This is an optimization exercise on Yosys and OpenROAD, whose aim is small area and a short achievable clock period, not a production implementation.
In this exercise RTL edits were held to simulation tests only and were not proved equivalent to the original.
Power figures rest on the tool's default switching activity, not on a simulated workload.

blue:
==> module alu, before the edit <==
module alu (
	input logic cin,
	input logic [1:0] sel,
	input proc_pkg::word_t a,
	input proc_pkg::word_t b,
	output proc_pkg::word_t y
);
	proc_pkg::word_t p;
	proc_pkg::word_t g;
	proc_pkg::word_t c;
	proc_pkg::word_t sum;
	logic [31:0] gg [6];
	logic [31:0] pp [6];
	assign p = a ^ b;
	assign g = a & b;
	always_comb begin
		gg[0] = g;
		pp[0] = p;
		gg[0][0] = g[0] | (p[0] & cin);
		for (int l = 0; l < 5; l++) begin
			gg[l+1] = gg[l];
			pp[l+1] = pp[l];
			for (int i = 0; i < 32; i++) begin
				if (((i >> l) & 1) == 1) begin
					gg[l+1][i] = gg[l][i] | (pp[l][i] & gg[l][((i >> l) << l) - 1]);
					pp[l+1][i] = pp[l][i] & pp[l][((i >> l) << l) - 1];
				end
			end
		end
		c = {gg[5][30:0], cin};
	end
	assign sum = p ^ c;
	always_comb begin
		case (sel)
			2'd0: y = sum;
			2'd1: y = g;
			2'd2: y = p | g;
			default: y = p;
		endcase
	end
endmodule
export LEC_CHECK = 0
export ABC_AREA = 1
export CAP_MARGIN = 20
export CORE_MARGIN = 2
export CORE_UTILIZATION = 60
export CTS_BUF_LIST = sky130_fd_sc_hd__clkbuf_16
export CTS_CLUSTER_DIAMETER = 100
export CTS_CLUSTER_SIZE = 25
export SETUP_SLACK_MARGIN = 5.0
export SLEW_MARGIN = 20
create_clock -name core_clock -period 8.0 [get_ports {clk}]
run.sh (not shown) runs the stock make flow with config.mk's settings and CLKGATE_MAP_FILE= SYNTH_SCRIPT=/design/flow/synth_recipe.tcl, a recipe that flattens the netlist after the stock synthesis.
blue reached the end of the flow, and the finished layout is clean on the timing, design-rule and antenna checks.
--- input diff blue..red ---
--- a/flow/design.v
+++ b/flow/design.v
@@ -92,41 +92,18 @@
 	input logic [1:0] sel,
 	input proc_pkg::word_t a,
 	input proc_pkg::word_t b,
 	output proc_pkg::word_t y
 );
-	proc_pkg::word_t p;
-	proc_pkg::word_t g;
-	proc_pkg::word_t c;
 	proc_pkg::word_t sum;
-	logic [31:0] gg [6];
-	logic [31:0] pp [6];
-	assign p = a ^ b;
-	assign g = a & b;
-	always_comb begin
-		gg[0] = g;
-		pp[0] = p;
-		gg[0][0] = g[0] | (p[0] & cin);
-		for (int l = 0; l < 5; l++) begin
-			gg[l+1] = gg[l];
-			pp[l+1] = pp[l];
-			for (int i = 0; i < 32; i++) begin
-				if (((i >> l) & 1) == 1) begin
-					gg[l+1][i] = gg[l][i] | (pp[l][i] & gg[l][((i >> l) << l) - 1]);
-					pp[l+1][i] = pp[l][i] & pp[l][((i >> l) << l) - 1];
-				end
-			end
-		end
-		c = {gg[5][30:0], cin};
-	end
-	assign sum = p ^ c;
+	assign sum = a + b + {31'b0, cin};
 	always_comb begin
 		case (sel)
 			2'd0: y = sum;
-			2'd1: y = g;
-			2'd2: y = p | g;
-			default: y = p;
+			2'd1: y = a & b;
+			2'd2: y = a | b;
+			default: y = a ^ b;
 		endcase
 	end
 endmodule
 `timescale 1ns/1ps
 module prog_mem (
==> comparison <==
red ended with more area share of and/or/nand/nor cells after synthesis than blue.
Taking blue as the reference point, the power of red rises by about 6.4%.
Compared with blue, in red power drawn by the clock network went up by about 1%, logic depth of the worst register-to-register path went up by 1, sequential power went up by 3.0%, max-slew violation count was more or less identical, leakage power figure went up by 2.6%.
Re net switching component of the power: blue was lower than red.
When the final numbers for blue and red were put side by side, the critical path arrival turned out to be greater in red.
red against blue: number of global-route vias before repair saw an increase; routing usage on met2 saw little to no change; initial standard-cell utilization of the core saw an increase.

Another version of the RTL of processor_top (not shown whole).
For scale: about 1200 flip-flops, about 110 I/O pins.
==> module proc_core, before the edit <==
module proc_core (
	input logic clk,
	input logic arst_n,
	input logic start,
	output logic [$clog2(16)-1:0] prog_core_addr,
	input proc_pkg::word_t prog_core_rdata,
	input proc_pkg::word_t prog_word0,
	input proc_pkg::word_t prog_word1,
	input logic access,
	output proc_pkg::reg_idx_t rf_ra_idx,
	output proc_pkg::reg_idx_t rf_rb_idx,
	input proc_pkg::word_t rf_ra_data,
	input proc_pkg::word_t rf_rb_data,
	output logic rf_wr_en,
	output proc_pkg::reg_idx_t rf_wr_idx,
	output proc_pkg::word_t rf_wr_data,
	output logic busy,
	output logic halted,
	output logic [$clog2(16)-1:0] pc,
	output logic busy_nx,
	output logic halted_nx,
	output logic [$clog2(16)-1:0] pc_nx,
	output proc_pkg::word_t result,
	output logic result_valid
);
	localparam int PC_W = $clog2(16);
	proc_pkg::word_t nir;
	logic [3:0] ex_op;
	proc_pkg::reg_idx_t ex_rd;
	proc_pkg::word_t ex_a;
	proc_pkg::word_t ex_b;
	logic ex_sub;
	proc_pkg::word_t src;
	logic [3:0] src_op;
	logic is_arith;
	logic is_out;
	logic is_halt;
	logic [1:0] sel;
	logic fwd_a;
	logic fwd_b;
	proc_pkg::word_t opa;
	proc_pkg::word_t opb;
	logic [PC_W-1:0] pc_inc;
	assign is_arith = (ex_op >= 4'd1) && (ex_op <= 4'd6);
	assign is_out = (ex_op == 4'd15);
	assign is_halt = (ex_op == 4'd13);
	always_comb begin
		case (ex_op[2:0])
			3'd4: sel = 2'd1;
			3'd5: sel = 2'd2;
			3'd6: sel = 2'd3;
			default: sel = 2'd0;
		endcase
	end
	alu u_alu (
		.cin(ex_sub),
		.sel(sel),
		.a(ex_a),
		.b(ex_b),
		.y(rf_wr_data)
	);
	assign rf_wr_idx = ex_rd;
	assign rf_wr_en = busy && is_arith;
	assign src = nir;
	assign src_op = src[31:28];
	assign rf_ra_idx = src[27:24];
	assign rf_rb_idx = src[23:20];
	assign fwd_a = rf_wr_en && (ex_rd == src[27:24]) && (ex_rd != '0);
	assign fwd_b = rf_wr_en && (ex_rd == src[23:20]) && (ex_rd != '0);
	assign opa = fwd_a ? rf_wr_data : rf_ra_data;
	assign opb = fwd_b ? rf_wr_data : rf_rb_data;
	assign pc_inc = pc + 1'b1;
	assign busy_nx = busy && !is_halt;
	assign halted_nx = halted || (busy && is_halt);
	assign pc_nx = busy_nx ? pc_inc : pc;
	assign prog_core_addr = PC_W'(pc + 2'd2);
	always_ff @(posedge clk) begin
		if (busy_nx) begin
			nir <= prog_core_rdata;
		end else if (access) begin
			nir <= prog_word1;
		end else begin
			nir <= prog_word0;
		end
		ex_op <= src_op;
		ex_rd <= src[19:16];
		ex_a <= opa;
		if (src_op == 4'd1) begin
			ex_b <= {16'b0, src[15:0]};
		end else if (src_op == 4'd3) begin
			ex_b <= ~opb;
		end else begin
			ex_b <= opb;
		end
		ex_sub <= (src_op == 4'd3);
	end
	always_ff @(posedge clk or negedge arst_n) begin
		if (!arst_n) begin
			busy <= 1'b0;
			halted <= 1'b0;
			pc <= '0;
			result <= '0;
			result_valid <= 1'b0;
		end else begin
			result_valid <= busy && is_out;
			if (busy && is_out) begin
				result <= ex_a;
			end
			if (busy) begin
				busy <= busy_nx;
				halted <= halted_nx;
				pc <= pc_nx;
			end else if (start) begin
				busy <= 1'b1;
				halted <= 1'b0;
				pc <= '0;
			end
		end
	end
endmodule
==> flow/config.mk <==
export PLATFORM = sky130hd
export DESIGN_NAME = processor_top
export DESIGN_NICKNAME = processor_top
export VERILOG_FILES = /design/flow/design.v
export SDC_FILE = /design/flow/constraint.sdc
export NUM_CORES = 4
export LEC_CHECK = 0
export ABC_AREA = 1
export CAP_MARGIN = 20
export CORE_MARGIN = 2
export CORE_UTILIZATION = 50
export CTS_BUF_LIST = sky130_fd_sc_hd__clkbuf_16
export CTS_CLUSTER_DIAMETER = 100
export CTS_CLUSTER_SIZE = 25
export SETUP_SLACK_MARGIN = 5.0
export SLEW_MARGIN = 20
==> flow/constraint.sdc <==
create_clock -name core_clock -period 8.0 [get_ports {clk}]
set_input_delay 1.6000 -clock core_clock [delete_from_list [all_inputs] [get_ports {clk}]]
set_output_delay 1.6000 -clock core_clock [all_outputs]
set_load 0.01 [all_outputs]
standard.sh (not shown) runs the stock make flow with config.mk's settings and CLKGATE_MAP_FILE= SYNTH_SCRIPT=/design/flow/synth_recipe.tcl, a recipe that flattens the netlist after the stock synthesis.
==> flow/flow/run.sh <==
#!/bin/bash
set -euo pipefail
export BUFFER_PORTS_ARGS="-buffer_cell sky130_fd_sc_hd__buf_1"
bash standard.sh finish > standard.log 2>&1
Then changed:
--- a/flow/design.v
+++ b/flow/design.v
@@ -186,11 +186,11 @@
 	localparam int PC_W = $clog2(16);
 	proc_pkg::word_t nir;
 	logic [3:0] ex_op;
 	proc_pkg::reg_idx_t ex_rd;
 	proc_pkg::word_t ex_a;
-	proc_pkg::word_t ex_b;
+	proc_pkg::word_t ex_b_n;
 	logic ex_sub;
 	proc_pkg::word_t src;
 	logic [3:0] src_op;
 	logic is_arith;
 	logic is_out;
@@ -214,11 +214,11 @@
 	end
 	alu u_alu (
 		.cin(ex_sub),
 		.sel(sel),
 		.a(ex_a),
-		.b(ex_b),
+		.b(~ex_b_n),
 		.y(rf_wr_data)
 	);
 	assign rf_wr_idx = ex_rd;
 	assign rf_wr_en = busy && is_arith;
 	assign src = nir;
@@ -244,15 +244,15 @@
 		end
 		ex_op <= src_op;
 		ex_rd <= src[19:16];
 		ex_a <= opa;
 		if (src_op == 4'd1) begin
-			ex_b <= {16'b0, src[15:0]};
+			ex_b_n <= ~{16'b0, src[15:0]};
 		end else if (src_op == 4'd3) begin
-			ex_b <= ~opb;
+			ex_b_n <= opb;
 		end else begin
-			ex_b <= opb;
+			ex_b_n <= ~opb;
 		end
 		ex_sub <= (src_op == 4'd3);
 	end
 	always_ff @(posedge clk or negedge arst_n) begin
 		if (!arst_n) begin
After rerunning:
- The new run finished with timing, DRC and antenna clean
- wire length is higher by 0.78%
- register-to-register slack gets worse by 0.07 ns
- final cell count stays flat
- clock power is higher by about 2%
- core utilization is lower by 0.42 points
- worst setup slack gets worse by 0.088 ns
- power is higher by 57%
- cell area is lower by 0.89%
- fmax is lower by 2.8%
- combinational power is higher to 5.0 times its value
- non-clock buffer count is lower by 7

-- port drivers added, routing unchanged --
How much do the figures lean on ideal ports? The routed layouts below were timed once more, with nothing changed but the port constraints.
Step 1: set_driving_cell puts a clkbuf_16 on clk and a buf_2 on each other input, an assumption about the parent block.
Step 2 adds t to the input delays and takes it off the output delays; t is the mean of the earliest and latest rising clock arrival at the registers after step 1. Input paths then give back, and output paths get back, about the clock's delay inside the block.
Three values: ideal ports, drivers, drivers and shift; two values: the first two.
run	t, ns	setup slack, ns	worst slew at a driven data input, ns	pins driven straight from the clock port
blue	0.772	4.849 / 4.849 / 4.256	0.05	1
red	0.784	4.859 / 4.859 / 4.233	0.04	1
the first run of note 2	0.790	4.954 / 4.920 / 4.219	0.06	1
the second run of note 2	0.776	4.866 / 4.907 / 4.131	0.05	1
After both steps setup and hold are still met in every run listed.
